This design comes from an exercise in tuning for small area and a short achievable clock period on the open sky130 flow, not from production work.
Where RTL was checked, it was by simulation tests only, not by an equivalence proof against the original.
Function not checked in runs 1 to 3 and 5: the RTL went through the layout flow alone.
Power is estimated from default activity; no workload was simulated.

File: flow/run.sh
#!/bin/bash
# synth_recipe.tcl (not shown) runs the flow's synth.tcl, then flattens the netlist and writes it again
# the make line also repeats each setting of config.mk as NAME=value (left out here)
make -C /OpenROAD-flow-scripts/flow DESIGN_CONFIG=/design/flow/config.mk WORK_HOME=/design/flow/orfs CLKGATE_MAP_FILE= SYNTH_SCRIPT=/design/flow/synth_recipe.tcl finish
File: flow/config.mk
export PLATFORM = sky130hd
export DESIGN_NAME = raw_to_rgb_top
export DESIGN_NICKNAME = raw_to_rgb_top
export VERILOG_FILES = /design/flow/design.v
export SDC_FILE = /design/flow/constraint.sdc
export NUM_CORES = 4
export LEC_CHECK = 0
export CAP_MARGIN = 20
export CORE_MARGIN = 2
export CORE_UTILIZATION = 65
export CTS_CLUSTER_DIAMETER = 60
export CTS_CLUSTER_SIZE = 24
export PLACE_DENSITY = 0.75
export SETUP_SLACK_MARGIN = 5.0
export SLEW_MARGIN = 20
File: flow/constraint.sdc
create_clock -name core_clock -period 7.5 [get_ports {clk}]
set_input_delay 1.5000 -clock core_clock [delete_from_list [all_inputs] [get_ports {clk}]]
set_output_delay 1.5000 -clock core_clock [all_outputs]
set_load 0.01 [all_outputs]
File: flow/design.v
package demosaic_pkg;
    localparam int IMG_HDISP    = 32;                   
    localparam int IMG_VDISP    = 16;                   
    localparam int COL_W        = $clog2(IMG_HDISP);    
    localparam int ROW_W        = $clog2(IMG_VDISP);    
    localparam int PIPE_LATENCY = 3;
    localparam int CHAIN_LEN    = 4*IMG_HDISP;
    typedef logic [7:0]       pixel_t;                  
    typedef logic [COL_W-1:0] col_t;                    
    typedef logic [ROW_W-1:0] row_t;                    
    typedef logic [8:0]       pair_t;                   
endpackage
`timescale 1ns/1ps
module line_buffer
#(
    parameter int LEN = demosaic_pkg::CHAIN_LEN
)
(
    input  logic           clk,
    input  logic           shift,
    input  demosaic_pkg::pixel_t din,
    output logic [8*LEN-1:0] taps                      
);
    always_ff @(posedge clk)
    begin
        if (shift)
            taps <= {taps[8*(LEN-1)-1:0], din};
    end
endmodule
`timescale 1ns/1ps
module window_5x5
(
    input  logic    clk,
    input  logic    shift,                             
    input  demosaic_pkg::pixel_t  din,                 
    input  demosaic_pkg::row_t    row_nxt,             
    input  demosaic_pkg::col_t    col_nxt,             
    output demosaic_pkg::pixel_t  c,                   
    output demosaic_pkg::pixel_t  c_out,               
    output demosaic_pkg::pair_t   h1,                  
    output demosaic_pkg::pair_t   v1,                  
    output demosaic_pkg::pair_t   h2,                  
    output demosaic_pkg::pair_t   v2,                  
    output demosaic_pkg::pair_t   da,                  
    output demosaic_pkg::pair_t   db                   
);
    localparam int LEN = demosaic_pkg::CHAIN_LEN;
    logic [8*LEN-1:0] taps;
    line_buffer #(.LEN(LEN)) line_buffer_i (
        .clk   (clk),
        .shift (shift),
        .din   (din),
        .taps  (taps)
    );
    function automatic demosaic_pkg::pixel_t e(input int p);     
        e = (p < 0) ? din : taps[8*p +: 8];
    endfunction
    demosaic_pkg::pair_t s_h1, s_v1, s_h2, s_v2, s_da, s_db;
    always_ff @(posedge clk)
    begin
        s_h1 <= e(63-1)  + e(65-1);
        s_v1 <= e(32-1)  + e(96-1);
        s_h2 <= e(62-1)  + e(66-1);
        s_v2 <= e(0-1)   + e(128-1);
        s_da <= e(31-1)  + e(33-1);
        s_db <= e(95-1)  + e(97-1);
    end
    logic f_h1, o_h1, f_v1, o_v1, f_h2, o_h2, z_h2, f_v2, o_v2;
    logic f_da, o_da, f_db, o_db, f_c, f_c1, f_c2;
    always_ff @(posedge clk)
    begin
        f_h1 <= row_nxt >= 2 && col_nxt >= 3;          
        o_h1 <= row_nxt >= 2 && (col_nxt == 1 || col_nxt == 2);
        f_v1 <= row_nxt >= 3 && col_nxt >= 2;          
        o_v1 <= row_nxt == 1 || row_nxt == 2 ? col_nxt >= 2 : 1'b0;
        f_h2 <= row_nxt >= 2 && col_nxt >= 4;          
        o_h2 <= row_nxt >= 2 && col_nxt >= 1 && col_nxt <= 3;
        z_h2 <= row_nxt >= 2 && col_nxt == 0;          
        f_v2 <= row_nxt >= 4 && col_nxt >= 2;          
        o_v2 <= row_nxt <= 3 && col_nxt >= 2;
        f_da <= row_nxt >= 1 && col_nxt >= 3;          
        o_da <= row_nxt >= 1 && (col_nxt == 1 || col_nxt == 2);
        f_db <= row_nxt >= 3 && col_nxt >= 3;          
        o_db <= row_nxt >= 3 && (col_nxt == 1 || col_nxt == 2);
        f_c  <= row_nxt >= 2 && col_nxt >= 2;          
        f_c1 <= f_c;
        f_c2 <= f_c1;
    end
    function automatic demosaic_pkg::pair_t pick(input logic f, input demosaic_pkg::pair_t s,
                                                 input logic o, input demosaic_pkg::pixel_t t);
        pick = ({9{f}} & s) | ({9{o}} & {1'b0, t});
    endfunction
    assign c  = f_c ? e(64) : 8'h00;
    assign c_out = f_c2 ? e(66) : 8'h00;
    assign h1 = pick(f_h1, s_h1, o_h1, e(63));
    assign v1 = pick(f_v1, s_v1, o_v1, e(32));
    assign h2 = pick(f_h2, s_h2, o_h2, e(62)) | pick(1'b0, '0, z_h2, e(63));
    assign v2 = pick(f_v2, s_v2, o_v2, e(0));
    assign da = pick(f_da, s_da, o_da, e(31));
    assign db = pick(f_db, s_db, o_db, e(95));
endmodule
`timescale 1ns/1ps
module bayer_kernel
(
    input  logic       clk,
    input  demosaic_pkg::pixel_t     c,                
    input  demosaic_pkg::pixel_t     c_out,            
    input  demosaic_pkg::pair_t      h1,
    input  demosaic_pkg::pair_t      v1,
    input  demosaic_pkg::pair_t      h2,
    input  demosaic_pkg::pair_t      v2,
    input  demosaic_pkg::pair_t      da,
    input  demosaic_pkg::pair_t      db,
    input  demosaic_pkg::row_t       row_nxt,          
    input  demosaic_pkg::col_t       col_nxt,
    input  logic [1:0] mirror,
    output demosaic_pkg::pixel_t     red,
    output demosaic_pkg::pixel_t     green,
    output demosaic_pkg::pixel_t     blue
);
    typedef logic [13:0] acc_t;                        
    function automatic logic [27:0] csa(input acc_t a, input acc_t b, input acc_t c);
        acc_t s, k;
        s   = a ^ b ^ c;
        k   = (a & b) | (a & c) | (b & c);
        csa = {k[12:0], 1'b0, s};
    endfunction
    function automatic logic [41:0] reduce7(input acc_t x1, input acc_t x2, input acc_t x3,
                                            input acc_t x4, input acc_t x5, input acc_t x6,
                                            input acc_t x7);
        acc_t p1, p2, q1, q2, r1, r2, u1, u2;
        {p1, p2} = csa(x1, x2, x3);
        {q1, q2} = csa(x4, x5, x6);
        {r1, r2} = csa(p1, p2, q1);
        {u1, u2} = csa(r1, r2, q2);
        reduce7  = {u1, u2, x7};
    endfunction
    function automatic logic [41:0] reduce8(input acc_t x1, input acc_t x2, input acc_t x3,
                                            input acc_t x4, input acc_t x5, input acc_t x6,
                                            input acc_t x7, input acc_t x8);
        acc_t p1, p2, q1, q2, r1, r2, t1, t2, u1, u2;
        {p1, p2} = csa(x1, x2, x3);
        {q1, q2} = csa(x4, x5, x6);
        {r1, r2} = csa(p1, p2, q1);
        {t1, t2} = csa(q2, x7, x8);
        {u1, u2} = csa(r1, r2, t1);
        reduce8  = {u1, u2, t2};
    endfunction
    function automatic demosaic_pkg::pixel_t clamp8(input logic [9:0] v);
        if (v[9])
            clamp8 = 8'h00;
        else if (v[8])
            clamp8 = 8'hff;
        else
            clamp8 = v[7:0];
    endfunction
    logic [1:0] r_par;                                 
    logic [1:0] site;                                  
    logic       rb;                                    
    always_comb
    begin
        case (mirror)
            2'd3:    r_par = 2'b11;
            2'd2:    r_par = 2'b10;
            2'd0:    r_par = 2'b01;
            default: r_par = 2'b00;
        endcase
    end
    always_ff @(posedge clk)
    begin
        site <= {row_nxt[0], col_nxt[0]} ^ r_par;
        rb   <= (row_nxt[0] ^ col_nxt[0]) == (r_par[1] ^ r_par[0]);
    end
    acc_t a1, a2, a3, a4, a5, a6, a7;
    acc_t b1, b2, b3, b4, b5, b6, b7, b8;
    logic [41:0] ar, br;
    always_comb
    begin
        a1 = {2'b11, rb, c, 1'b1, !rb, 1'b0};
        a2 = rb ? acc_t'({h1, 2'b00})  : acc_t'({h1, 3'b000});
        a3 = rb ? acc_t'({v1, 2'b00})  : acc_t'({3'b000, 1'b1, 1'b0, c, 1'b0});
        a4 = acc_t'({~h2, 1'b0});
        a5 = rb ? acc_t'({~v2, 1'b0})  : acc_t'(v2);
        a6 = rb ? '0                   : acc_t'({~da, 1'b0});
        a7 = rb ? '0                   : acc_t'({~db, 1'b0});
        b1 = {3'b110, c, 2'b11, rb};
        b2 = rb ? acc_t'({4'b0001, c, 2'b00}) : acc_t'({4'b0001, 1'b0, c, 1'b0});
        b3 = rb ? acc_t'({da, 2'b00})  : acc_t'({~da, 1'b0});
        b4 = rb ? acc_t'({db, 2'b00})  : acc_t'({~db, 1'b0});
        b5 = acc_t'({~v2, 1'b0});
        b6 = rb ? acc_t'({~h2, 1'b0})  : acc_t'({v1, 3'b000});
        b7 = rb ? acc_t'({~h2})        : acc_t'(h2);
        b8 = rb ? acc_t'({~v2})        : '0;
        ar = reduce7(a1, a4, a2, a3, a5, a6, a7);
        br = reduce8(b1, b5, b2, b3, b4, b6, b7, b8);
    end
    logic [41:0] ar1, br1;
    logic [1:0] site1;
    always_ff @(posedge clk)
    begin
        ar1   <= ar;
        br1   <= br;
        site1 <= site;
    end
    acc_t as, ac, bs, bc, sa, sb;
    logic [9:0] ea2, eb2;
    logic [1:0] site2;
    always_comb
    begin
        {ac, as} = csa(ar1[41:28], ar1[27:14], ar1[13:0]);
        {bc, bs} = csa(br1[41:28], br1[27:14], br1[13:0]);
        sa = as + ac;
        sb = bs + bc;
    end
    always_ff @(posedge clk)
    begin
        ea2   <= sa[13:4];
        eb2   <= sb[13:4];
        site2 <= site1;
    end
    demosaic_pkg::pixel_t ea, eb;
    assign ea = clamp8(ea2);
    assign eb = clamp8(eb2);
    always_ff @(posedge clk)
    begin
        case (site2)
            2'b00:                                     
            begin
                red   <= c_out;
                green <= ea;
                blue  <= eb;
            end
            2'b11:                                     
            begin
                red   <= eb;
                green <= ea;
                blue  <= c_out;
            end
            2'b01:                                     
            begin
                red   <= ea;
                green <= c_out;
                blue  <= eb;
            end
            default:                                   
            begin
                red   <= eb;
                green <= c_out;
                blue  <= ea;
            end
        endcase
    end
endmodule
`timescale 1ns/1ps
module frame_ctrl
(
    input  logic clk,
    input  logic rst_n,
    input  logic vsync,
    input  logic href,
    input  logic hsync,
    output logic href_q,                               
    output logic line_end,
    output logic frame_start,
    output logic post_vsync,
    output logic post_href,
    output logic post_hsync
);
    logic                                   vsync_q;   
    logic [demosaic_pkg::PIPE_LATENCY-1:0]  vsync_dly;
    logic [demosaic_pkg::PIPE_LATENCY-1:0]  href_dly;
    logic [demosaic_pkg::PIPE_LATENCY-1:0]  hsync_dly;
    always_ff @(posedge clk)
    begin
        vsync_q <= vsync;
        href_q  <= href;
    end
    assign line_end    = href_q && !href;              
    assign frame_start = vsync && !vsync_q;            
    always_ff @(posedge clk or negedge rst_n)
    begin
        if (!rst_n)
        begin
            vsync_dly <= '0;
            href_dly  <= '0;
            hsync_dly <= '0;
        end
        else
        begin
            vsync_dly <= {vsync_dly[demosaic_pkg::PIPE_LATENCY-2:0], vsync};
            href_dly  <= {href_dly[demosaic_pkg::PIPE_LATENCY-2:0], href};
            hsync_dly <= {hsync_dly[demosaic_pkg::PIPE_LATENCY-2:0], hsync};
        end
    end
    assign post_vsync = vsync_dly[demosaic_pkg::PIPE_LATENCY-1];
    assign post_href  = href_dly[demosaic_pkg::PIPE_LATENCY-1];
    assign post_hsync = hsync_dly[demosaic_pkg::PIPE_LATENCY-1];
endmodule
`timescale 1ns/1ps
module position_counter
(
    input  logic clk,
    input  logic href,
    input  logic line_end,
    input  logic frame_start,
    output demosaic_pkg::row_t row,
    output demosaic_pkg::col_t col,
    output demosaic_pkg::row_t row_nxt,                
    output demosaic_pkg::col_t col_nxt
);
    assign col_nxt = href ? col + 1'b1 : '0;
    assign row_nxt = frame_start ? '0 :                
                     line_end    ? row + 1'b1 :        
                                   row;
    always_ff @(posedge clk)
    begin
        col <= col_nxt;
        row <= row_nxt;
    end
endmodule
`timescale 1ns/1ps
module raw_to_rgb_top
(
    input  logic       clk,
    input  logic       rst_n,
    input  logic       vsync,
    input  logic       href,
    input  logic       hsync,
    input  logic [1:0] mirror,
    input  demosaic_pkg::pixel_t     raw,
    output logic       post_vsync,
    output logic       post_href,
    output logic       post_hsync,
    output demosaic_pkg::pixel_t     red,
    output demosaic_pkg::pixel_t     green,
    output demosaic_pkg::pixel_t     blue
);
    logic    href_q;
    logic    line_end;
    logic    frame_start;
    demosaic_pkg::row_t    row;                        
    demosaic_pkg::col_t    col;
    demosaic_pkg::row_t    row_nxt;
    demosaic_pkg::col_t    col_nxt;
    demosaic_pkg::pixel_t  raw_q;                      
    logic [1:0]            mirror_q;
    demosaic_pkg::pixel_t  c;                          
    demosaic_pkg::pixel_t  c_out;                      
    demosaic_pkg::pair_t   h1, v1, h2, v2, da, db;
    frame_ctrl frame_ctrl_i (
        .clk         (clk),
        .rst_n       (rst_n),
        .vsync       (vsync),
        .href        (href),
        .hsync       (hsync),
        .href_q      (href_q),
        .line_end    (line_end),
        .frame_start (frame_start),
        .post_vsync  (post_vsync),
        .post_href   (post_href),
        .post_hsync  (post_hsync)
    );
    position_counter position_counter_i (
        .clk         (clk),
        .href        (href),
        .line_end    (line_end),
        .frame_start (frame_start),
        .row         (row),
        .col         (col),
        .row_nxt     (row_nxt),
        .col_nxt     (col_nxt)
    );
    always_ff @(posedge clk)
    begin
        raw_q    <= raw;
        mirror_q <= mirror;                            
    end
    window_5x5 window_5x5_i (
        .clk   (clk),
        .shift (href_q),
        .din     (raw_q),
        .row_nxt (row_nxt),
        .col_nxt (col_nxt),
        .c       (c),
        .c_out   (c_out),
        .h1      (h1),
        .v1      (v1),
        .h2      (h2),
        .v2      (v2),
        .da      (da),
        .db      (db)
    );
    bayer_kernel bayer_kernel_i (
        .clk    (clk),
        .c      (c),
        .c_out  (c_out),
        .h1     (h1),
        .v1     (v1),
        .h2     (h2),
        .v2     (v2),
        .da     (da),
        .db     (db),
        .row_nxt (row_nxt),
        .col_nxt (col_nxt),
        .mirror (mirror_q),
        .red    (red),
        .green  (green),
        .blue   (blue)
    );
endmodule
==> run_results.csv, run 1 <==
group,metric,value,unit
critical_path,timing.rr.end,"bayer_kernel_i.br1[19]$_DFF_P_",
hold_path,hold_path.class,"reg2reg",
drt,drcViolationCount,0,
placed_design,place_hpwl,40800,um
run,drv_cap,0,
drt,wl_per_cell,21.9,um
timing,finalMaxSlewViolations,0,
critical_path,arrival,3.21,ns
timing,setup_violations,0,
floorplan,initial_core_util,66.0,%
logic_synthesis,yosys_register_bits,1246,
power,p_leak,17.4,nW
global_route,met3_usage,3.06,%
placed_design,gpl.final_weighted_congestion,0.854,
timing,slew-limit-headroom,32.5,%
logic_synthesis,yosysTopAreaCell,"edfxtp_1",
drt,first_iter_violations,1692,
global_route,busiest_layer,"met2",
logic_synthesis,synth_seq_area_share,82.5,%
cts,cts_max_level,3,
timing,rsz0062_at_grt,"true",
drt,dr_total_vias,18700,
global_route,grt_pass1_vias,18700,
logic_synthesis,syn-cell-area,42700,um2
critical_path,cp-startpoint,"bayer_kernel_i.rb$_DFF_P_",
power,vdd_drop_max,269,uV
cts,cts_max_path_buffers,3,
cts,cts_tree,"built",
timing,hold_viol,0,
critical_path,reg2reg_from,"bayer_kernel_i.rb$_DFF_P_",
timing,worstMarginPinSlew,1.01,ns
logic_synthesis,synth_common_cells,"edfxtp_1, dfxtp_1, inv_1",
critical_path,cp_max_fo,6,
critical_path,crit_type,"reg2reg",
logic_synthesis,synth_cell_types,60,
global_route,grt_pass1_wl,108000,um
drt,dr.pass1.iters,5,
layout,synthToLayoutAreaGrowth,12.2,%
status,status,"timing/DRC/antenna clean",
logic_synthesis,avgSynthCellArea,19.1,um2
floorplan,ios,42,
placed_design,portBuffers,41,
logic_synthesis,synth_most_common_cell,"edfxtp_1",
critical_path,worstSetupEndpointType,"register",
global_route,grtUsageMet2,35.1,%
layout,final_util,74.0,%
critical_path,rr_worst_depth,10,
critical_path,cp-endpoint,"bayer_kernel_i.br1[19]$_DFF_P_",
critical_path,startpoint_type,"register",
logic_synthesis,syn_inst,2232,
timing,skew,0.0378,ns
layout,layout-drive-gt1-share,15.8,%
global_route,grt_usage,21.5,%
logic_synthesis,postSynth.asyncResetShare,0.722,%
logic_synthesis,synth_ff_type,"edfxtp_1",
floorplan,dieWidth,260,um
global_route,grt_max_degree,191,
drt,drt_wl_total,72500,um
logic_synthesis,ys_top_cells_by_area,"edfxtp_1, dfxtp_1, fa_1, ha_1, xnor2_1",
floorplan,std_cell_rows,93,
timing,min_period,2.70,ns
floorplan,core_area,64700,um2
cts,clk_latency,0.65,ns
drt,via_per_inst,5.65,
layout,nNetsFinal,2613,
logic_synthesis,synth.top_cell.area_share,72.0,%
floorplan,die_h,260,um
global_route,antenna_found_initial,1,
critical_path,cp.required,8.02,ns
logic_synthesis,yosys_warnings,6,
global_route,grt_overflow,0,
cts,cts.clk_slew.worst_paths,0.09,ns
cts,cts-root-buf,"clkbuf_16",
drt,ant_nets,0,
timing,whs,0.333,ns
global_route,gr-usage-met1,31.3,%
critical_path,regToRegSetupSlack,4.80,ns
timing,fmax,0.371,GHz
timing,timing.final.crit_share,36.0,%
cts,cts-buffers-inserted,67,
logic_synthesis,synth_edf_count,1024,
cts,clock-sinks,1246,
floorplan,dieArea,67800,um2
power,p_per_area,364,nW/um2
power,finalPower,0.0174,W
cts,ctsHoldBuffers,0,
## cell type report
cell class / instances / area [um2]
clock inverter: 22 / 263
timing repair inverter: 1 / 8.76
multi-input combinational: 809 / 7320
antenna: 1 / 2.50
tap: 855 / 1070
timing repair buffer: 142 / 1560
sequential: 1246 / 35300
clock buffer: 92 / 1840
inverter: 137 / 527
fill: 3704 / 16800
## how the worst min path moves through the flow
stage | start | to | slack (ns) | cells after the start
after floorplan | bayer_kernel_i.site[0]$_DFF_P_ | bayer_kernel_i.site1[0]$_DFF_P_ | 0.31 | 0
after detailed placement | window_5x5_i.f_c1$_DFF_P_ | window_5x5_i.f_c2$_DFF_P_ | 0.31 | 0
after CTS | window_5x5_i.f_c1$_DFF_P_ | window_5x5_i.f_c2$_DFF_P_ | 0.33 | 0
after global routing | bayer_kernel_i.site[1]$_DFF_P_ | bayer_kernel_i.site1[1]$_DFF_P_ | 0.34 | 0
final | window_5x5_i.f_c1$_DFF_P_ | window_5x5_i.f_c2$_DFF_P_ | 0.33 | 0
after global placement | window_5x5_i.f_c1$_DFF_P_ | window_5x5_i.f_c2$_DFF_P_ | 0.32 | 0
## cell usage in the layout (no fill, tap or decap), types with 8 or more instances in the layout
master | Yosys | routed
inv_2 | 0 | 20
clkdlybuf4s50_1 | 0 | 13
buf_16 | 0 | 11
o31ai_1 | 12 | 12
a22oi_1 | 22 | 8
xnor2_1 | 59 | 59
nand3_1 | 18 | 18
nand2_1 | 81 | 66
o21ai_1 | 0 | 14
buf_4 | 0 | 66
nor2_2 | 1 | 9
a32oi_1 | 12 | 12
xor2_1 | 13 | 10
a22o_1 | 23 | 21
dfrtp_1 | 9 | 9
nor3_1 | 12 | 9
a21oi_1 | 49 | 38
dfxtp_2 | 0 | 14
ha_1 | 101 | 97
a211oi_1 | 9 | 8
fa_1 | 93 | 68
a22oi_2 | 0 | 14
dfxtp_4 | 0 | 12
dfxtp_1 | 213 | 187
a21o_1 | 14 | 14
o21a_1 | 9 | 9
a21oi_2 | 0 | 9
clkbuf_1 | 36 | 21
buf_12 | 0 | 10
nor2_1 | 124 | 112
a21boi_0 | 11 | 10
nand2_2 | 0 | 10
buf_6 | 1 | 18
edfxtp_1 | 1024 | 1024
clkbuf_16 | 0 | 71
buf_2 | 0 | 19
o21ai_0 | 60 | 39
inv_1 | 136 | 116
nor2b_1 | 10 | 9
fa_2 | 0 | 25
## worst max-delay path: stages (launching register included)
cell and delay, ns:
dfxtp_4 0.40, buf_12 0.15, buf_12 0.12, buf_16 0.14, nand2_1 0.06, o21ai_1 0.07
fa_1 0.51, inv_1 0.07, fa_1 0.52, inv_1 0.07, fa_1 0.45
## registers in the layout (all words and copies together) (netlist names), 3 cells and up
register,cells
bayer_kernel_i.blue,8
frame_ctrl_i.vsync_dly,3
window_5x5_i.s_h1,9
bayer_kernel_i.ar1,34
position_counter_i.col,5
bayer_kernel_i.ea2,10
bayer_kernel_i.br1,37
frame_ctrl_i.href_dly,3
frame_ctrl_i.hsync_dly,3
window_5x5_i.s_v1,9
position_counter_i.row,4
bayer_kernel_i.green,8
window_5x5_i.s_db,9
bayer_kernel_i.red,8
window_5x5_i.s_h2,9
window_5x5_i.s_v2,9
window_5x5_i.line_buffer_i.taps,1024
raw_q,8
bayer_kernel_i.eb2,10
window_5x5_i.s_da,9
## layer usage
metal	share of wire, %	vias to the layer above
li1	-	8539
met2	49	490
met4	1.9	0
met5	0	-
met3	5.0	103
met1	44	9533
## metrics by stage
step | setup TNS (ns) | instances | setup WS [ns] | instance area [um2]
6_report | 0 | 3305 | 4.80 | 47900
5_1_grt | 0 | 3304 | 4.74 | 47900
4_1_cts | 0 | 3272 | 4.83 | 47300
3_5_place_dp | 0 | 3095 | 3.58 | 44200
3_3_place_gp | 0 | 3095 | 3.64 | 44200
2_1_floorplan | -281.13 | 2233 | -1.05 | 42800
## timing repair
item                                    in CTS  in global routing
cloned                                      10                  1
resized for setup                          246                112
buffers inserted                            53                 31
pin swaps                                   45                 49
endpoints found under the setup margin     747                512
## where the power goes
part	internal [W]	switching, W
Clock	0.00183	0.00215
Sequential	0.00831	0.000378
Combinational	0.00207	0.00269
## logic make-up (layout without fill, tap and decap cells)
family          count (synthesis)  count (layout)  synth area share (%)
flops                        1246            1246                  82.5
simple gates                  279             279                  2.85
compound gates                256             256                  4.11
fa+ha+maj                     198             198                  7.41
buf+inv                       178             394                  1.58
xor+xnor                       72              72                  1.48
mux                             2               2                0.0469
other cells                     1               3               0.00878
==> run 2, diff against run 1 <==
--- a/flow/config.mk
+++ b/flow/config.mk
@@ -13,3 +13,4 @@
 export PLACE_DENSITY = 0.75
 export SETUP_SLACK_MARGIN = 5.0
 export SLEW_MARGIN = 20
+export TNS_END_PERCENT = 5
==> run 2 against run 1 <==
Effect of this change: largest cell class unchanged; synthesized cell count unchanged; critical endpoint is now bayer_kernel_i.eb2[8]$_DFF_P_; highest routed layer unchanged; critical path depth decreased by 1; utilization decreased by 0.79 points; critical path type unchanged.
==> run_results.csv, run 2 <==
group,metric,value,unit
status,status,"timing/DRC/antenna clean",
drt,drcViolationCount,0,
critical_path,worstSetupEndpointType,"register",
timing,post-route-worst-setup-slack,4.80,ns
critical_path,critPathMaxStageDelay,0.44,ns
layout,final_area,47400,um2
placed_design,gpl.final_weighted_congestion,0.863,
logic_synthesis,synth.top_cell.area_share,72.0,%
critical_path,worst_path_max_delay_cell,"fa_1",
placed_design,place_inst,3102,
logic_synthesis,yosys.area_share.simple,2.85,%
logic_synthesis,yosys_register_bits,1246,
drt,dr.pass1.iters,7,
hold_path,hold_path.class,"reg2reg",
global_route,grt_overflow,0,
layout,synthToLayoutAreaGrowth,11.0,%
cts,cts_max_level,3,
critical_path,cp_max_fo,2,
power,p_per_area,362,nW/um2
timing,min_period,2.70,ns
critical_path,arrival,3.23,ns
floorplan,core_area,64700,um2
cts,cts_max_path_buffers,3,
logic_synthesis,synth_top_family_by_area,"adder cells",
placed_design,dp_slack,4.00,ns
timing,hold_viol,0,
logic_synthesis,synth_seq_area_share,82.5,%
logic_synthesis,synth_most_common_cell,"edfxtp_1",
critical_path,cp.required,8.02,ns
timing,worstMarginPinSlew,0.914,ns
cts,clk_latency,0.63,ns
layout,final_cells,3278,
logic_synthesis,synth_common_cells,"edfxtp_1, dfxtp_1, inv_1",
logic_synthesis,yosys_warnings,6,
logic_synthesis,synth_edf_count,1024,
critical_path,crit_type,"reg2reg",
cts,cts-buffers-inserted,67,
layout,largest-register,"window_5x5_i.line_buffer_i.taps",
timing,finalMaxSlewViolations,0,
drt,drt_wl_total,70600,um
global_route,grt_usage,21.0,%
global_route,grt_max_degree,151,
power,p_leak,17.2,nW
drt,via_per_inst,5.72,
critical_path,crit_path_cell_trace,"fa_1, ha_1, nor2_1, a2111oi_4, buf_4, buf_6, or4_1, a41o_1, xor2_1",
timing,setup_violations,0,
layout,diodes,0,
layout,reg_top3,"window_5x5_i.line_buffer_i.taps: 1024 flops, bayer_kernel_i.br1: 37 flops, bayer_kernel_i.ar1: 34 flops",
drt,first_iter_violations,1982,
run,drv_cap,0,
logic_synthesis,postSynth.asyncResetShare,0.722,%
logic_synthesis,synth-compound-area-share,4.11,%
cts,ctsHoldBuffers,0,
logic_synthesis,syn_inst,2232,
logic_synthesis,synth-xor-area-share,1.48,%
layout,final_common_cell,"edfxtp_1",
cts,cts-root-buf,"clkbuf_16",
logic_synthesis,synthMuxAreaShare,0.0469,%
placed_design,place_hpwl,41900,um
placed_design,portBuffers,41,
timing,timing.final.crit_share,36.0,%
timing,skew,0.0260,ns
logic_synthesis,syn-cell-area,42700,um2
timing,fmax,0.370,GHz
global_route,grt_pass1_vias,18600,
logic_synthesis,synth_cell_types,60,
cts,cts_tree,"built",
logic_synthesis,ys_top_cells_by_area,"edfxtp_1, dfxtp_1, fa_1, ha_1, xnor2_1",
logic_synthesis,yosysTopAreaCell,"edfxtp_1",
placed_design,place_area,44200,um2
floorplan,dieArea,67800,um2
cts,clock-sinks,1246,
floorplan,initial_core_util,66.0,%
layout,most-common-layout-cells,"edfxtp_1, dfxtp_1, inv_1",
floorplan,ios,42,
layout,largest_reg_flops,1024,
cts,cts.clk_slew.worst_paths,0.09,ns
critical_path,startpoint_type,"register",
logic_synthesis,synth_ff_type,"edfxtp_1",
layout,nNetsFinal,2586,
logic_synthesis,synth_adder_area_share,7.41,%
layout,nFillCells,3759,
power,vdd_drop_max,263,uV
floorplan,std_cell_rows,93,
global_route,grt_pass1_wl,106000,um
drt,wl_per_cell,21.5,um
global_route,antenna_found_initial,3,
floorplan,dieWidth,260,um
timing,rsz0062_at_grt,"true",
logic_synthesis,avgSynthCellArea,19.1,um2
floorplan,die_h,260,um
layout,layout-drive-gt1-share,12.4,%
drt,dr_total_vias,18700,
timing,slew-limit-headroom,39.1,%
drt,ant_nets,0,
-- run 2: cell count changes in the layout (fill, tap and decap cells not counted), sizes merged, moves of 2 or more --
cell	before	now
buf	125	76
clkdlybuf4s15	0	13
clkinvlp	2	4
clkbuf	93	107
dlygate4sd2	0	2
inv	149	143
-- run 2: logic make-up after synthesis --
kind of cell    after synthesis
compound gates              256
fa+ha+maj                   198
other cells                   1
buf+inv                     178
mux                           2
simple gates                279
xor+xnor                     72
flops                      1246
-- run 2: layout make-up --
cell class                      instances  area, um2  share of cell area [%]
Sequential cell                      1246      35300                    74.5
Multi-Input combinational cell        809       7180                    15.2
Clock buffer                           97       1870                    3.95
Timing Repair Buffer                  116       1230                    2.60
Tap cell                              855       1070                    2.26
Inverter                              137        527                    1.11
Clock inverter                         18        216                   0.457
-- run 2: worst paths after layout --
path	slack, ns	start	cells past startpoint	end
max	4.80	bayer_kernel_i.br1[32]$_DFF_P_	9	bayer_kernel_i.eb2[8]$_DFF_P_
min	0.34	window_5x5_i.f_c1$_DFF_P_	0	window_5x5_i.f_c2$_DFF_P_
max reg2reg	4.80	bayer_kernel_i.br1[32]$_DFF_P_	9	bayer_kernel_i.eb2[8]$_DFF_P_
min reg2reg	0.34	window_5x5_i.f_c1$_DFF_P_	0	window_5x5_i.f_c2$_DFF_P_
max in group asynchronous	6.05	rst_n	1	frame_ctrl_i.hsync_dly[2]$_DFF_PN0_
min in group asynchronous	1.16	rst_n	1	frame_ctrl_i.href_dly[2]$_DFF_PN0_
-- run 2: timing repair --
action,CTS,global route
pin swaps,34,20
setup buffers,27,26
endpoints found under the setup margin,416,734
gates cloned,7,1
resized for setup,183,77
hold endpoints to repair,0,0
-- run 2: worst max-delay path, delay by kind of cell (launching register included) --
family	cells	cell delay, ns
xor+xnor	1	0.14
fa+ha+maj	2	0.78
buf+inv	2	0.28
compound gates	2	0.34
flops	1	0.37
simple gates	2	0.69
-- run 2: power breakdown --
part / switching, W / leakage (nW) / total [W] / internal (W)
logic: 0.00258 / 4.29 / 0.00452 / 0.00195
clock network: 0.00210 / 0.997 / 0.00392 / 0.00183
registers: 0.000377 / 11.9 / 0.00869 / 0.00831
-- run 2: through the flow --
step                utilization (%)  TNS [ns]  hold slack [ns]  power, W
finish                         73.2         0            0.335    0.0171
global route                   73.2         0            0.349    0.0180
CTS                            72.6         0            0.340    0.0170
detailed placement             68.3         0            0.312    0.0127
global placement               68.3         0            0.314    0.0125
floorplan                         -   -281.03            0.310    0.0115
-- run 2: metal layers --
metal  share of wire, %  global-route usage, %  vias to the layer above  wire, um
li1                   -                      -                     8496         -
met1                 46                   31.6                     9626     32700
met2                 46                   32.0                      474     32300
met3                4.8                   3.47                      146      3370
met4                3.1                   6.81                        0      2180
met5                  0                      0                        -         0
==> run 3, diff against run 2 <==
--- a/flow/config.mk
+++ b/flow/config.mk
@@ -7,10 +7,9 @@
 export LEC_CHECK = 0
 export CAP_MARGIN = 20
 export CORE_MARGIN = 2
-export CORE_UTILIZATION = 65
+export CORE_UTILIZATION = 70
 export CTS_CLUSTER_DIAMETER = 60
 export CTS_CLUSTER_SIZE = 24
-export PLACE_DENSITY = 0.75
+export PLACE_DENSITY = 0.8
 export SETUP_SLACK_MARGIN = 5.0
 export SLEW_MARGIN = 20
-export TNS_END_PERCENT = 5
==> run 3 against run 2 <==
Effect of this change: global-route usage increased by 4.0 points; utilization is 6.2 points higher; register-to-register slack improved by 0.05 ns; critical endpoint is now bayer_kernel_i.ar1[23]$_DFF_P_; largest power group unchanged.
==> run_results.csv, run 3 <==
group,metric,value,unit
timing,skew,0.0260,ns
layout,final_cells,3246,
global_route,busiest_layer,"met2",
critical_path,startpoint_type,"register",
timing,hold_viol,0,
timing,timing.final.crit_share,35.4,%
placed_design,place_inst,3024,
critical_path,worstSetupEndpointType,"register",
status,status,"timing/DRC/antenna clean",
drt,via_per_inst,5.94,
power,internal_power,0.0122,W
global_route,grt_usage,25.0,%
logic_synthesis,ys_top_cells_by_area,"edfxtp_1, dfxtp_1, fa_1, ha_1, xnor2_1",
floorplan,std_cell_rows,90,
layout,nNetsFinal,2623,
timing,min_period,2.66,ns
power,combPwrFrac,27.8,%
global_route,gr-usage-met1,35.1,%
critical_path,crit_type,"reg2reg",
power,p_per_area,365,nW/um2
layout,largest-register,"window_5x5_i.line_buffer_i.taps",
power,vdd_drop_max,310,uV
global_route,grt_pass1_vias,19500,
timing,finalSetupTns,0,ns
layout,diodes,0,
logic_synthesis,synth_most_common_cell,"edfxtp_1",
layout,largest_reg_flops,1024,
cts,cts_max_level,3,
logic_synthesis,synth_top_family_by_area,"adder cells",
critical_path,rr_worst_depth,8,
placed_design,gpl.final_weighted_congestion,0.896,
timing,setup_violations,0,
cts,cts_max_path_buffers,3,
placed_design,place_hpwl,42200,um
run,drv_cap,0,
global_route,antenna_found_initial,2,
cts,ctsHoldBuffers,0,
layout,reg_top3,"window_5x5_i.line_buffer_i.taps: 1024 flops, bayer_kernel_i.br1: 37 flops, bayer_kernel_i.ar1: 34 flops",
floorplan,core_area,60400,um2
global_route,grt_max_degree,99,
layout,multi_input_area,7410,um2
layout,synthToLayoutAreaGrowth,12.3,%
cts,clock-sinks,1246,
floorplan,ios,42,
logic_synthesis,synthMuxAreaShare,0.0469,%
logic_synthesis,synth_cell_types,60,
drt,first_iter_violations,1842,
cts,cts_tree,"built",
floorplan,dieArea,63000,um2
logic_synthesis,syn_inst,2232,
logic_synthesis,yosys.area_share.simple,2.85,%
drt,drt_wl_total,78400,um
global_route,grt_pass1_wl,116000,um
critical_path,timing.rr.end,"bayer_kernel_i.ar1[23]$_DFF_P_",
floorplan,initial_core_util,70.8,%
logic_synthesis,synth_common_cells,"edfxtp_1, dfxtp_1, inv_1",
drt,drcViolationCount,0,
power,switchingPower,0.00527,W
logic_synthesis,postSynth.asyncResetShare,0.722,%
global_route,grt_overflow,0,
power,p_sw_share,30.1,%
logic_synthesis,yosysTopAreaCell,"edfxtp_1",
cts,clk_latency,0.63,ns
critical_path,regToRegSetupSlack,4.84,ns
logic_synthesis,syn-cell-area,42700,um2
layout,nFillCells,2912,
logic_synthesis,avgSynthCellArea,19.1,um2
logic_synthesis,synth-xor-area-share,1.48,%
global_route,grtUsageMet2,41.2,%
critical_path,cp_max_fo,2,
logic_synthesis,synth_ff_type,"edfxtp_1",
cts,cts-root-buf,"clkbuf_16",
critical_path,reg2reg_from,"window_5x5_i.line_buffer_i.taps[510]$_DFFE_PP_",
cts,cts-buffers-inserted,66,
hold_path,hold_path.class,"reg2reg",
logic_synthesis,synth-compound-area-share,4.11,%
logic_synthesis,yosys_warnings,6,
logic_synthesis,synth.top_cell.area_share,72.0,%
floorplan,die_h,251,um
layout,final_common_cell,"edfxtp_1",
layout,most-common-layout-cells,"edfxtp_1, dfxtp_1, inv_1",
logic_synthesis,synth_seq_area_share,82.5,%
global_route,met3_usage,3.39,%
hold_path,hold_depth,0,
power,p_seq_share,49.8,%
logic_synthesis,yosys_register_bits,1246,
placed_design,portBuffers,41,
power,p_leak,17.4,nW
power,p_clk_share,22.4,%
critical_path,cp.required,8.06,ns
layout,seqCellArea,35300,um2
drt,wl_per_cell,24.2,um
layout,layout-drive-gt1-share,16.7,%
drt,dr_total_vias,19300,
hold_path,min_to,"window_5x5_i.f_c2$_DFF_P_",
logic_synthesis,synth_adder_area_share,7.41,%
timing,slew-limit-headroom,46.5,%
logic_synthesis,synth_edf_count,1024,
floorplan,dieWidth,251,um
timing,fmax,0.376,GHz
drt,ant_nets,0,
drt,dr.pass1.iters,6,
timing,finalMaxSlewViolations,0,
hold_path,holdCritStartpoint,"window_5x5_i.f_c1$_DFF_P_",
timing,worstMarginPinSlew,0.801,ns
timing,rsz0062_at_grt,"true",
critical_path,arrival,3.22,ns
cts,cts.clk_slew.worst_paths,0.09,ns
run 3: cell counts after synthesis:
Identical to the previous run, type by type.
run 3: critical path: stages (launching register included):
cell	delay [ns]
edfxtp_1	0.42
buf_6	0.15
buf_6	0.11
a221oi_2	0.22
a21o_1	0.15
fa_2	0.45
fa_2	0.54
inv_2	0.04
fa_2	0.51
run 3: metal layers:
| metal | vias up | part of all wire (%) |
|---|---|---|
| met3 | 186 | 5.1 |
| met1 | 9861 | 42 |
| met5 | - | 0.018 |
| li1 | 8570 | - |
| met2 | 657 | 49 |
| met4 | 2 | 3.7 |
run 3: final cells by class:
cell class                 count  area share [%]
sequential                  1246            73.6
inverter                     137            1.10
clock inverter                15           0.339
clock buffer                 103            3.91
tap                          782            2.04
multi-input combinational    809            15.5
timing repair inverter         1          0.0339
timing repair buffer         153            3.48
run 3: what timing repair did:
action / 4_1_cts / 5_1_grt
buffers inserted: 60 / 35
gates resized for setup: 265 / 137
pin swaps: 39 / 44
cloned: 8 / 1
setup endpoints to repair: 781 / 248
run 3: power by group through the flow:
stage	Clock (W)	Sequential (W)	Combinational, W
final	0.00392	0.00872	0.00486
after global routing	0.00421	0.00879	0.00535
after global placement	0	0.00886	0.00360
after CTS	0.00400	0.00871	0.00432
after floorplan	0	0.00881	0.00270
after detailed placement	0	0.00889	0.00376
run 3: per-stage QoR:
stage | cell area, um2 | setup slack, ns | utilization, % | hold slack, ns | total power (W)
2_1_floorplan | 42800 | -1.05 | - | 0.310 | 0.0115
3_3_place_gp | 44100 | 3.73 | 73.0 | 0.313 | 0.0125
3_5_place_dp | 44100 | 3.68 | 73.0 | 0.319 | 0.0126
4_1_cts | 47200 | 4.83 | 78.2 | 0.324 | 0.0170
5_1_grt | 48000 | 4.73 | 79.5 | 0.322 | 0.0183
6_report | 48000 | 4.84 | 79.5 | 0.324 | 0.0175
run 3: logic make-up (layout without fill, tap and decap cells):
kind of cell,after synthesis,in the layout
xor gates and xnor gates,72,72
and+or+nand+nor,279,279
DFF,1246,1246
adders and majority gates,198,198
other,1,2
buffers and inverters,178,409
AOI/OAI and AO/OA,256,256
muxes,2,2
run 3: worst max-delay path by stage:
stage | endpoint | startpoint | depth (start not counted)
2_1_floorplan | window_5x5_i.f_h2$_DFF_P_ | frame_ctrl_i.href_q$_DFF_P_ | 5
3_3_place_gp | bayer_kernel_i.ar1[22]$_DFF_P_ | bayer_kernel_i.rb$_DFF_P_ | 8
3_5_place_dp | bayer_kernel_i.ar1[22]$_DFF_P_ | bayer_kernel_i.rb$_DFF_P_ | 8
4_1_cts | post_hsync | frame_ctrl_i.hsync_dly[2]$_DFF_PN0_ | 1
5_1_grt | bayer_kernel_i.ar1[21]$_DFF_P_ | window_5x5_i.line_buffer_i.taps[510]$_DFFE_PP_ | 10
6_report | bayer_kernel_i.ar1[23]$_DFF_P_ | window_5x5_i.line_buffer_i.taps[510]$_DFFE_PP_ | 8
==> run 4, diff against run 3 <==
--- a/flow/design.v
+++ b/flow/design.v
@@ -125,16 +125,6 @@
         k   = (a & b) | (a & c) | (b & c);
         csa = {k[12:0], 1'b0, s};
     endfunction
-    function automatic logic [41:0] reduce7(input acc_t x1, input acc_t x2, input acc_t x3,
-                                            input acc_t x4, input acc_t x5, input acc_t x6,
-                                            input acc_t x7);
-        acc_t p1, p2, q1, q2, r1, r2, u1, u2;
-        {p1, p2} = csa(x1, x2, x3);
-        {q1, q2} = csa(x4, x5, x6);
-        {r1, r2} = csa(p1, p2, q1);
-        {u1, u2} = csa(r1, r2, q2);
-        reduce7  = {u1, u2, x7};
-    endfunction
     function automatic logic [41:0] reduce8(input acc_t x1, input acc_t x2, input acc_t x3,
                                             input acc_t x4, input acc_t x5, input acc_t x6,
                                             input acc_t x7, input acc_t x8);
@@ -191,7 +181,7 @@
         b6 = rb ? acc_t'({~h2, 1'b0})  : acc_t'({v1, 3'b000});
         b7 = rb ? acc_t'({~h2})        : acc_t'(h2);
         b8 = rb ? acc_t'({~v2})        : '0;
-        ar = reduce7(a1, a4, a2, a3, a5, a6, a7);
+        ar = reduce8(a1, a4, a2, a3, a5, a6, a7, '0);
         br = reduce8(b1, b5, b2, b3, b4, b6, b7, b8);
     end
     logic [41:0] ar1, br1;
--- a/flow/config.mk
+++ b/flow/config.mk
@@ -7,9 +7,11 @@
 export LEC_CHECK = 0
 export CAP_MARGIN = 20
 export CORE_MARGIN = 2
-export CORE_UTILIZATION = 70
-export CTS_CLUSTER_DIAMETER = 60
-export CTS_CLUSTER_SIZE = 24
-export PLACE_DENSITY = 0.8
+export CORE_UTILIZATION = 65
+export CTS_BUF_LIST = sky130_fd_sc_hd__clkbuf_8
+export CTS_CLUSTER_DIAMETER = 50
+export CTS_CLUSTER_SIZE = 16
+export PLACE_DENSITY = 0.75
 export SETUP_SLACK_MARGIN = 5.0
 export SLEW_MARGIN = 20
+export TNS_END_PERCENT = 0
==> run 4 against run 3 <==
Effect of this change: still clean; clock skew increased by 0.0078 ns; wire length decreased by 13%; count of clock-buffer cells in the layout increased by 8; final cell count increased by 2.1%; synthesized cell count decreased by 0.22%; non-clock buffer count decreased by 83; maximum frequency decreased by 2.8%; utilization decreased by 8.3 points; synthesized area increased by 0.17%; global-route usage decreased by 4.6 points; final area decreased by 2.8%.
==> run_results.csv, run 4 <==
group,metric,value,unit
placed_design,place_inst,3102,
logic_synthesis,synth_cell_types,60,
global_route,grt_pass1_wl,104000,um
timing,worstMarginPinSlew,1.03,ns
layout,largest-register,"window_5x5_i.line_buffer_i.taps",
global_route,antenna_found_initial,4,
layout,reg_top3,"window_5x5_i.line_buffer_i.taps: 1024 flops, bayer_kernel_i.br1: 37 flops, bayer_kernel_i.ar1: 34 flops",
layout,most-common-layout-cells,"edfxtp_1, dfxtp_1, inv_1",
critical_path,cp-endpoint,"bayer_kernel_i.ar1[20]$_DFF_P_",
logic_synthesis,synth_seq_area_share,82.4,%
floorplan,ios,42,
cts,cts-buffers-inserted,102,
logic_synthesis,postSynth.asyncResetShare,0.722,%
floorplan,die_h,261,um
logic_synthesis,synth_common_cells,"edfxtp_1, dfxtp_1, inv_1",
drt,drt_wl_total,68000,um
layout,nFillCells,3805,
timing,skew,0.0339,ns
drt,dr.pass1.iters,7,
timing,whs,0.335,ns
logic_synthesis,synth_most_common_cell,"edfxtp_1",
timing,fmax,0.366,GHz
hold_path,hold_path.class,"reg2reg",
critical_path,worst_path_max_delay_cell,"fa_1",
timing,slew-limit-headroom,31.0,%
logic_synthesis,syn-cell-area,42800,um2
layout,largest_reg_flops,1024,
timing,setup_violations,0,
floorplan,core_area,65500,um2
timing,finalMaxSlewViolations,0,
power,p_per_area,350,nW/um2
critical_path,timing.rr.end,"bayer_kernel_i.ar1[20]$_DFF_P_",
drt,ant_nets,0,
floorplan,initial_core_util,65.3,%
power,vdd_drop_max,222,uV
cts,cts_max_level,3,
timing,hold_viol,0,
run,drv_cap,0,
layout,multi_input_area,6930,um2
critical_path,cp-startpoint,"bayer_kernel_i.rb$_DFF_P_",
logic_synthesis,synth.top_cell.area_share,71.9,%
critical_path,cp_max_fo,38,
layout,nNetsFinal,2582,
placed_design,gpl.final_weighted_congestion,0.889,
cts,clk_latency,0.74,ns
cts,cts_tree,"built",
critical_path,crit_path_cell_trace,"buf_12, inv_8, a221oi_2, a21oi_1, fa_1, inv_1, fa_1, inv_1, fa_1",
logic_synthesis,yosys_warnings,6,
critical_path,worstSetupEndpointType,"register",
layout,final_cells,3315,
timing,timing.final.crit_share,36.5,%
logic_synthesis,avgSynthCellArea,19.2,um2
cts,cts.clk_slew.worst_paths,0.09,ns
layout,final_area,46600,um2
placed_design,place_area,44300,um2
placed_design,portBuffers,41,
logic_synthesis,synth_ff_type,"edfxtp_1",
critical_path,regToRegSetupSlack,4.77,ns
critical_path,cp.required,8.09,ns
power,p_leak,17.2,nW
drt,via_per_inst,5.57,
logic_synthesis,yosysTopAreaCell,"edfxtp_1",
cts,cts-root-buf,"clkbuf_8",
layout,synthToLayoutAreaGrowth,8.99,%
layout,seqCellArea,35300,um2
drt,dr_total_vias,18500,
drt,first_iter_violations,1984,
global_route,grt_overflow,0,
placed_design,place_hpwl,41300,um
critical_path,arrival,3.32,ns
critical_path,reg2reg_from,"bayer_kernel_i.rb$_DFF_P_",
drt,drcViolationCount,0,
layout,final_common_cell,"edfxtp_1",
timing,rsz0062_at_grt,"true",
critical_path,crit_type,"reg2reg",
critical_path,rr_worst_depth,9,
logic_synthesis,syn_inst,2227,
floorplan,std_cell_rows,94,
critical_path,startpoint_type,"register",
timing,min_period,2.73,ns
logic_synthesis,synth_edf_count,1024,
status,status,"timing/DRC/antenna clean",
drt,wl_per_cell,20.5,um
global_route,grt_max_degree,201,
layout,layout-drive-gt1-share,10.4,%
critical_path,crit_top_cell,"fa_1",
global_route,grt_usage,20.4,%
global_route,grt_pass1_vias,18500,
cts,cts_max_path_buffers,3,
cts,clock-sinks,1246,
logic_synthesis,ys_top_cells_by_area,"edfxtp_1, dfxtp_1, fa_1, ha_1, inv_1",
logic_synthesis,yosys_register_bits,1246,
floorplan,dieWidth,261,um
critical_path,critPathMaxStageDelay,0.50,ns
floorplan,dieArea,67900,um2
[run 4: cell type report]
type	instances	area share, %
antenna	2	0.0107
clock buffer	111	3.28
clock inverter	82	1.27
inverter	145	1.18
multi-input combinational	795	14.9
sequential	1246	75.7
tap	864	2.32
timing repair buffer	70	1.41
[run 4: kinds of logic after synthesis]
group / after synthesis / share of synthesized area [%]
muxes: 7 / 0.170
and+or+nand+nor: 268 / 2.74
adders and majority gates: 207 / 7.77
DFF: 1246 / 82.4
buffers and inverters: 187 / 1.65
AOI/OAI and AO/OA: 249 / 4.02
xor gates and xnor gates: 62 / 1.27
other: 1 / 0.00877
[run 4: worst min-delay path by stage]
stage | startpoint | endpoint | cells after the start
4_1_cts | bayer_kernel_i.site[0]$_DFF_P_ | bayer_kernel_i.site1[0]$_DFF_P_ | 0
3_5_place_dp | bayer_kernel_i.site[0]$_DFF_P_ | bayer_kernel_i.site1[0]$_DFF_P_ | 0
2_1_floorplan | bayer_kernel_i.site[0]$_DFF_P_ | bayer_kernel_i.site1[0]$_DFF_P_ | 0
3_3_place_gp | bayer_kernel_i.site[0]$_DFF_P_ | bayer_kernel_i.site1[0]$_DFF_P_ | 0
6_report | bayer_kernel_i.site[0]$_DFF_P_ | bayer_kernel_i.site1[0]$_DFF_P_ | 0
5_1_grt | bayer_kernel_i.site[0]$_DFF_P_ | bayer_kernel_i.site1[0]$_DFF_P_ | 0
[run 4: per-layer routing]
metal  part of all wire (%)  GRT usage [%]  routed length [um]
met1                     46           30.6               31500
met2                     46           31.3               31400
met3                    4.9           3.56                3350
met4                    2.5           6.49                1710
met5                  0.019              0                  13
[run 4: worst max-delay path: cells and delay by family, from the launching register on]
family,cells,cell delay [ns]
buf+inv,4,0.39
flops,1,0.42
compound gates,2,0.32
fa+ha+maj,3,1.44
[run 4: what timing repair did]
item                                    4_1_cts  5_1_grt
resized for setup                           135       23
hold buffers                                  0        0
endpoints found under the setup margin      473      334
cloned                                        2        1
pin swaps                                     7        4
buffers inserted                             10        5
[run 4: stage by stage]
stage               util, %  worst slack, ns  power, W  setup TNS [ns]
detailed placement     67.6             3.80    0.0126               0
global route           71.2             4.68    0.0173               0
finish                 71.2             4.77    0.0163               0
global placement       67.6             3.86    0.0124               0
floorplan                 -            -1.46    0.0115         -270.78
CTS                    70.9             4.69    0.0164               0
[run 4: where the power goes]
| group | internal [W] | switching [W] | total, W |
|---|---|---|---|
| Sequential | 0.00831 | 0.000362 | 0.00868 |
| Combinational | 0.00163 | 0.00228 | 0.00391 |
| Clock | 0.00157 | 0.00217 | 0.00375 |
==> run 5, diff against run 4 <==
--- a/flow/design.v
+++ b/flow/design.v
@@ -125,6 +125,16 @@
         k   = (a & b) | (a & c) | (b & c);
         csa = {k[12:0], 1'b0, s};
     endfunction
+    function automatic logic [41:0] reduce7(input acc_t x1, input acc_t x2, input acc_t x3,
+                                            input acc_t x4, input acc_t x5, input acc_t x6,
+                                            input acc_t x7);
+        acc_t p1, p2, q1, q2, r1, r2, u1, u2;
+        {p1, p2} = csa(x1, x2, x3);
+        {q1, q2} = csa(x4, x5, x6);
+        {r1, r2} = csa(p1, p2, q1);
+        {u1, u2} = csa(r1, r2, q2);
+        reduce7  = {u1, u2, x7};
+    endfunction
     function automatic logic [41:0] reduce8(input acc_t x1, input acc_t x2, input acc_t x3,
                                             input acc_t x4, input acc_t x5, input acc_t x6,
                                             input acc_t x7, input acc_t x8);
@@ -147,6 +157,7 @@
     logic [1:0] r_par;                                 
     logic [1:0] site;                                  
     logic       rb;                                    
+    logic       gs;                                    
     always_comb
     begin
         case (mirror)
@@ -160,6 +171,7 @@
     begin
         site <= {row_nxt[0], col_nxt[0]} ^ r_par;
         rb   <= (row_nxt[0] ^ col_nxt[0]) == (r_par[1] ^ r_par[0]);
+        gs   <= (row_nxt[0] ^ col_nxt[0]) != (r_par[1] ^ r_par[0]);
     end
     acc_t a1, a2, a3, a4, a5, a6, a7;
     acc_t b1, b2, b3, b4, b5, b6, b7, b8;
@@ -173,15 +185,15 @@
         a5 = rb ? acc_t'({~v2, 1'b0})  : acc_t'(v2);
         a6 = rb ? '0                   : acc_t'({~da, 1'b0});
         a7 = rb ? '0                   : acc_t'({~db, 1'b0});
-        b1 = {3'b110, c, 2'b11, rb};
-        b2 = rb ? acc_t'({4'b0001, c, 2'b00}) : acc_t'({4'b0001, 1'b0, c, 1'b0});
-        b3 = rb ? acc_t'({da, 2'b00})  : acc_t'({~da, 1'b0});
-        b4 = rb ? acc_t'({db, 2'b00})  : acc_t'({~db, 1'b0});
+        b1 = {3'b110, c, 2'b11, !gs};
+        b2 = gs ? acc_t'({4'b0001, 1'b0, c, 1'b0}) : acc_t'({4'b0001, c, 2'b00});
+        b3 = gs ? acc_t'({~da, 1'b0})  : acc_t'({da, 2'b00});
+        b4 = gs ? acc_t'({~db, 1'b0})  : acc_t'({db, 2'b00});
         b5 = acc_t'({~v2, 1'b0});
-        b6 = rb ? acc_t'({~h2, 1'b0})  : acc_t'({v1, 3'b000});
-        b7 = rb ? acc_t'({~h2})        : acc_t'(h2);
-        b8 = rb ? acc_t'({~v2})        : '0;
-        ar = reduce8(a1, a4, a2, a3, a5, a6, a7, '0);
+        b6 = gs ? acc_t'({v1, 3'b000}) : acc_t'({~h2, 1'b0});
+        b7 = gs ? acc_t'(h2)           : acc_t'({~h2});
+        b8 = gs ? '0                   : acc_t'({~v2});
+        ar = reduce7(a1, a4, a2, a3, a5, a6, a7);
         br = reduce8(b1, b5, b2, b3, b4, b6, b7, b8);
     end
     logic [41:0] ar1, br1;
--- a/flow/config.mk
+++ b/flow/config.mk
@@ -8,9 +8,8 @@
 export CAP_MARGIN = 20
 export CORE_MARGIN = 2
 export CORE_UTILIZATION = 65
-export CTS_BUF_LIST = sky130_fd_sc_hd__clkbuf_8
-export CTS_CLUSTER_DIAMETER = 50
-export CTS_CLUSTER_SIZE = 16
+export CTS_CLUSTER_DIAMETER = 60
+export CTS_CLUSTER_SIZE = 24
 export PLACE_DENSITY = 0.75
 export SETUP_SLACK_MARGIN = 5.0
 export SLEW_MARGIN = 20
==> run 5 against run 4 <==
Effect of this change: die area is 0.13% higher; utilization is 0.18 points higher; first-iteration DRC count is 8.8% lower; wire length is 0.49% higher; sequential cell count is 1 higher; combinational power is 3% lower; setup slack better by 0.049 ns; clock skew is 0.0064 ns higher; critical endpoint is now bayer_kernel_i.br1[18]$_DFF_P_; largest cell class unchanged; highest routed layer is now met4.
==> run_results.csv, run 5 <==
group,metric,value,unit
cts,cts_max_path_buffers,3,
logic_synthesis,yosys_warnings,6,
layout,nNetsFinal,2566,
layout,synthToLayoutAreaGrowth,9.11,%
placed_design,place_area,44300,um2
status,status,"timing/DRC/antenna clean",
drt,drt_wl_total,68300,um
placed_design,dp_slack,3.78,ns
logic_synthesis,avgSynthCellArea,19.0,um2
floorplan,std_cell_rows,94,
cts,clock-sinks,1247,
critical_path,arrival,3.22,ns
drt,dr_total_vias,18400,
logic_synthesis,syn_inst,2259,
drt,wl_per_cell,20.9,um
logic_synthesis,synth.top_cell.area_share,71.8,%
layout,reg_top3,"window_5x5_i.line_buffer_i.taps: 1024 flops, bayer_kernel_i.br1: 37 flops, bayer_kernel_i.ar1: 34 flops",
global_route,grt_usage,20.6,%
logic_synthesis,synthMuxAreaShare,0.216,%
power,vdd_drop_max,264,uV
timing,skew,0.0403,ns
critical_path,startpoint_type,"register",
layout,final_common_cell,"edfxtp_1",
cts,cts-buffers-inserted,69,
logic_synthesis,synth_ff_type,"edfxtp_1",
logic_synthesis,synth_cell_types,57,
hold_path,hold_path.class,"reg2reg",
cts,cts-root-buf,"clkbuf_16",
global_route,busiest_layer,"met2",
global_route,met3_usage,3.08,%
layout,diodes,0,
power,p_per_area,352,nW/um2
timing,finalMaxSlewViolations,0,
logic_synthesis,syn-cell-area,42800,um2
cts,clk_latency,0.65,ns
logic_synthesis,yosys_register_bits,1247,
drt,first_iter_violations,1809,
layout,nFillCells,3842,
run,drv_cap,0,
timing,post-route-worst-setup-slack,4.81,ns
placed_design,place_hpwl,41000,um
cts,cts.clk_slew.worst_paths,0.10,ns
logic_synthesis,yosysTopAreaCell,"edfxtp_1",
power,p_leak,17.0,nW
logic_synthesis,synth_edf_count,1024,
cts,cts_max_level,3,
global_route,grt_pass1_vias,18300,
cts,cts_tree,"built",
floorplan,dieWidth,261,um
global_route,grt_overflow,0,
critical_path,cp_max_fo,6,
floorplan,core_area,65500,um2
critical_path,cp.required,8.03,ns
logic_synthesis,synth-xor-area-share,1.47,%
floorplan,dieArea,68000,um2
drt,ant_nets,0,
layout,layout-drive-gt1-share,8.49,%
floorplan,ios,42,
critical_path,crit_type,"reg2reg",
logic_synthesis,ys_top_cells_by_area,"edfxtp_1, dfxtp_1, fa_1, ha_1, inv_1",
timing,setup_violations,0,
timing,timing.final.crit_share,35.8,%
timing,slew-limit-headroom,32.5,%
logic_synthesis,synth-compound-area-share,4.07,%
layout,most-common-layout-cells,"edfxtp_1, dfxtp_1, inv_1",
logic_synthesis,synth_seq_area_share,82.3,%
logic_synthesis,synth_most_common_cell,"edfxtp_1",
floorplan,die_h,261,um
critical_path,worstSetupEndpointType,"register",
global_route,antenna_found_initial,0,
logic_synthesis,postSynth.asyncResetShare,0.722,%
logic_synthesis,synth_adder_area_share,7.30,%
layout,final_area,46700,um2
logic_synthesis,synth_common_cells,"edfxtp_1, dfxtp_1, inv_1",
layout,largest_reg_flops,1024,
global_route,grtUsageMet2,31.6,%
placed_design,portBuffers,41,
logic_synthesis,synth_top_family_by_area,"adder cells",
placed_design,gpl.final_weighted_congestion,0.896,
drt,drcViolationCount,0,
drt,dr.pass1.iters,5,
timing,rsz0062_at_grt,"true",
logic_synthesis,yosys.area_share.simple,2.97,%
global_route,grt_max_degree,181,
floorplan,initial_core_util,65.4,%
drt,via_per_inst,5.64,
timing,min_period,2.69,ns
cts,ctsHoldBuffers,0,
layout,largest-register,"window_5x5_i.line_buffer_i.taps",
timing,hold_viol,0,
global_route,grt_pass1_wl,105000,um
timing,worstMarginPinSlew,1.01,ns
global_route,gr-usage-met1,31.1,%
timing,fmax,0.372,GHz
[run 5: changes by cell type in the layout (fill, tap and decap cells not counted), moves of 8 or more]
cell | before | now
nor2_1 | 120 | 132
a21boi_1 | 8 | 0
a21boi_0 | 0 | 9
clkbuf_8 | 111 | 0
ha_1 | 109 | 100
clkbuf_1 | 0 | 22
nand2_1 | 64 | 85
o21ai_0 | 28 | 54
o21ai_1 | 17 | 4
clkinv_2 | 8 | 0
clkbuf_16 | 1 | 70
a21oi_1 | 59 | 45
inv_1 | 187 | 138
[run 5: worst paths after layout]
path | start | endpoint | slack (ns) | depth (start not counted)
max | window_5x5_i.line_buffer_i.taps[515]$_DFFE_PP_ | bayer_kernel_i.br1[18]$_DFF_P_ | 4.81 | 9
min | window_5x5_i.f_c1$_DFF_P_ | window_5x5_i.f_c2$_DFF_P_ | 0.33 | 0
max reg2reg | window_5x5_i.line_buffer_i.taps[515]$_DFFE_PP_ | bayer_kernel_i.br1[18]$_DFF_P_ | 4.81 | 9
min reg2reg | window_5x5_i.f_c1$_DFF_P_ | window_5x5_i.f_c2$_DFF_P_ | 0.33 | 0
max in group asynchronous | rst_n | frame_ctrl_i.hsync_dly[0]$_DFF_PN0_ | 6.07 | 1
min in group asynchronous | rst_n | frame_ctrl_i.href_dly[2]$_DFF_PN0_ | 1.15 | 1
[run 5: per-stage QoR]
stage	setup TNS [ns]	hold WS (ns)	total power (W)	utilization, %	instances
2_1_floorplan	-269.93	0.310	0.0114	-	2260
3_3_place_gp	0	0.315	0.0123	67.7	3135
3_5_place_dp	0	0.314	0.0125	67.7	3135
4_1_cts	0	0.329	0.0166	71.3	3267
5_1_grt	0	0.341	0.0174	71.3	3268
6_report	0	0.329	0.0165	71.3	3268
[run 5: power by group]
group,switching (W),total (W),internal [W],leakage [nW]
Sequential,0.000358,0.00867,0.00832,11.9
Combinational,0.00222,0.00381,0.00158,4.04
Clock,0.00215,0.00398,0.00184,1.03
[run 5: per-layer routing]
metal	share of wire [%]	wire length (um)	vias up
li1	-	-	8498
met2	46	31600	408
met5	0	0	-
met1	46	31700	9397
met4	3.0	2060	0
met3	4.2	2880	122
[run 5: timing repair]
| action | CTS | global route |
|---|---|---|
| pin swaps | 5 | 4 |
| cloned | 4 | 0 |
| gates resized for setup | 153 | 16 |
| endpoints found under the setup margin | 755 | 602 |
| setup buffers | 10 | 1 |
[run 5: cells by family (layout without fill, tap and decap cells)]
group                      Yosys count  in the layout
other                                1              2
DFF                               1247           1247
buffers and inverters              186            330
xor gates and xnor gates            72             72
adders and majority gates          194            194
muxes                                9              9
AOI/OAI and AO/OA                  255            255
and+or+nand+nor                    295            295
[run 5: worst max-delay path: stages, from the launching register on]
cell and delay (ns):
edfxtp_1 0.46, nand2_1 0.24, inv_1 0.12, nand2_1 0.08
o21ai_0 0.10, fa_1 0.51, inv_1 0.07, fa_1 0.50
inv_1 0.06, fa_1 0.46
[run 5: final cells by class]
| type | count | area (um2) | area share [%] |
|---|---|---|---|
| multi-input cells | 827 | 6960 | 14.9 |
| clock inverters | 26 | 312 | 0.667 |
| inverters | 142 | 549 | 1.18 |
| repair buffers | 70 | 711 | 1.52 |
| flip-flops and latches | 1247 | 35300 | 75.5 |
| clock buffers | 92 | 1830 | 3.92 |
| well taps | 864 | 1080 | 2.31 |

## port drivers added, routing unchanged
The flow's constraints put no driver on any port. The routed layouts listed below were extracted and timed again, unchanged, in two steps.
Step 1 assumes that a clkbuf_16 drives the clock port and a buf_2 every other input.
Step 2 moves the port delays by t, midway between the first and last clock arrival at a register: inputs arrive t later, outputs are due t later. That takes back most of the time a late clock gives input paths.
Three values: no drivers, after step 1, after step 2; two values: the first two.
run | t, ns | setup slack, ns | slew at the worst register clock pin (ns) | worst data-port slew with drivers (ns)
run 1 | 0.696 | 4.804 / 4.800 / 4.503 | 0.11 / 0.11 | 0.04
run 2 | 0.685 | 4.797 / 4.739 / 4.274 | 0.09 / 0.09 | 0.04
run 3 | 0.687 | 4.842 / 4.797 / 4.443 | 0.10 / 0.10 | 0.04
run 4 | 0.770 | 4.766 / 4.720 / 4.102 | 0.11 / 0.11 | 0.04
run 5 | 0.692 | 4.815 / 4.797 / 4.185 | 0.10 / 0.10 | 0.04
After both steps every run listed still meets setup and hold. The setup slack of run 4, which loses most, moves by -0.046 ns with the drivers and by -0.664 ns with both steps.
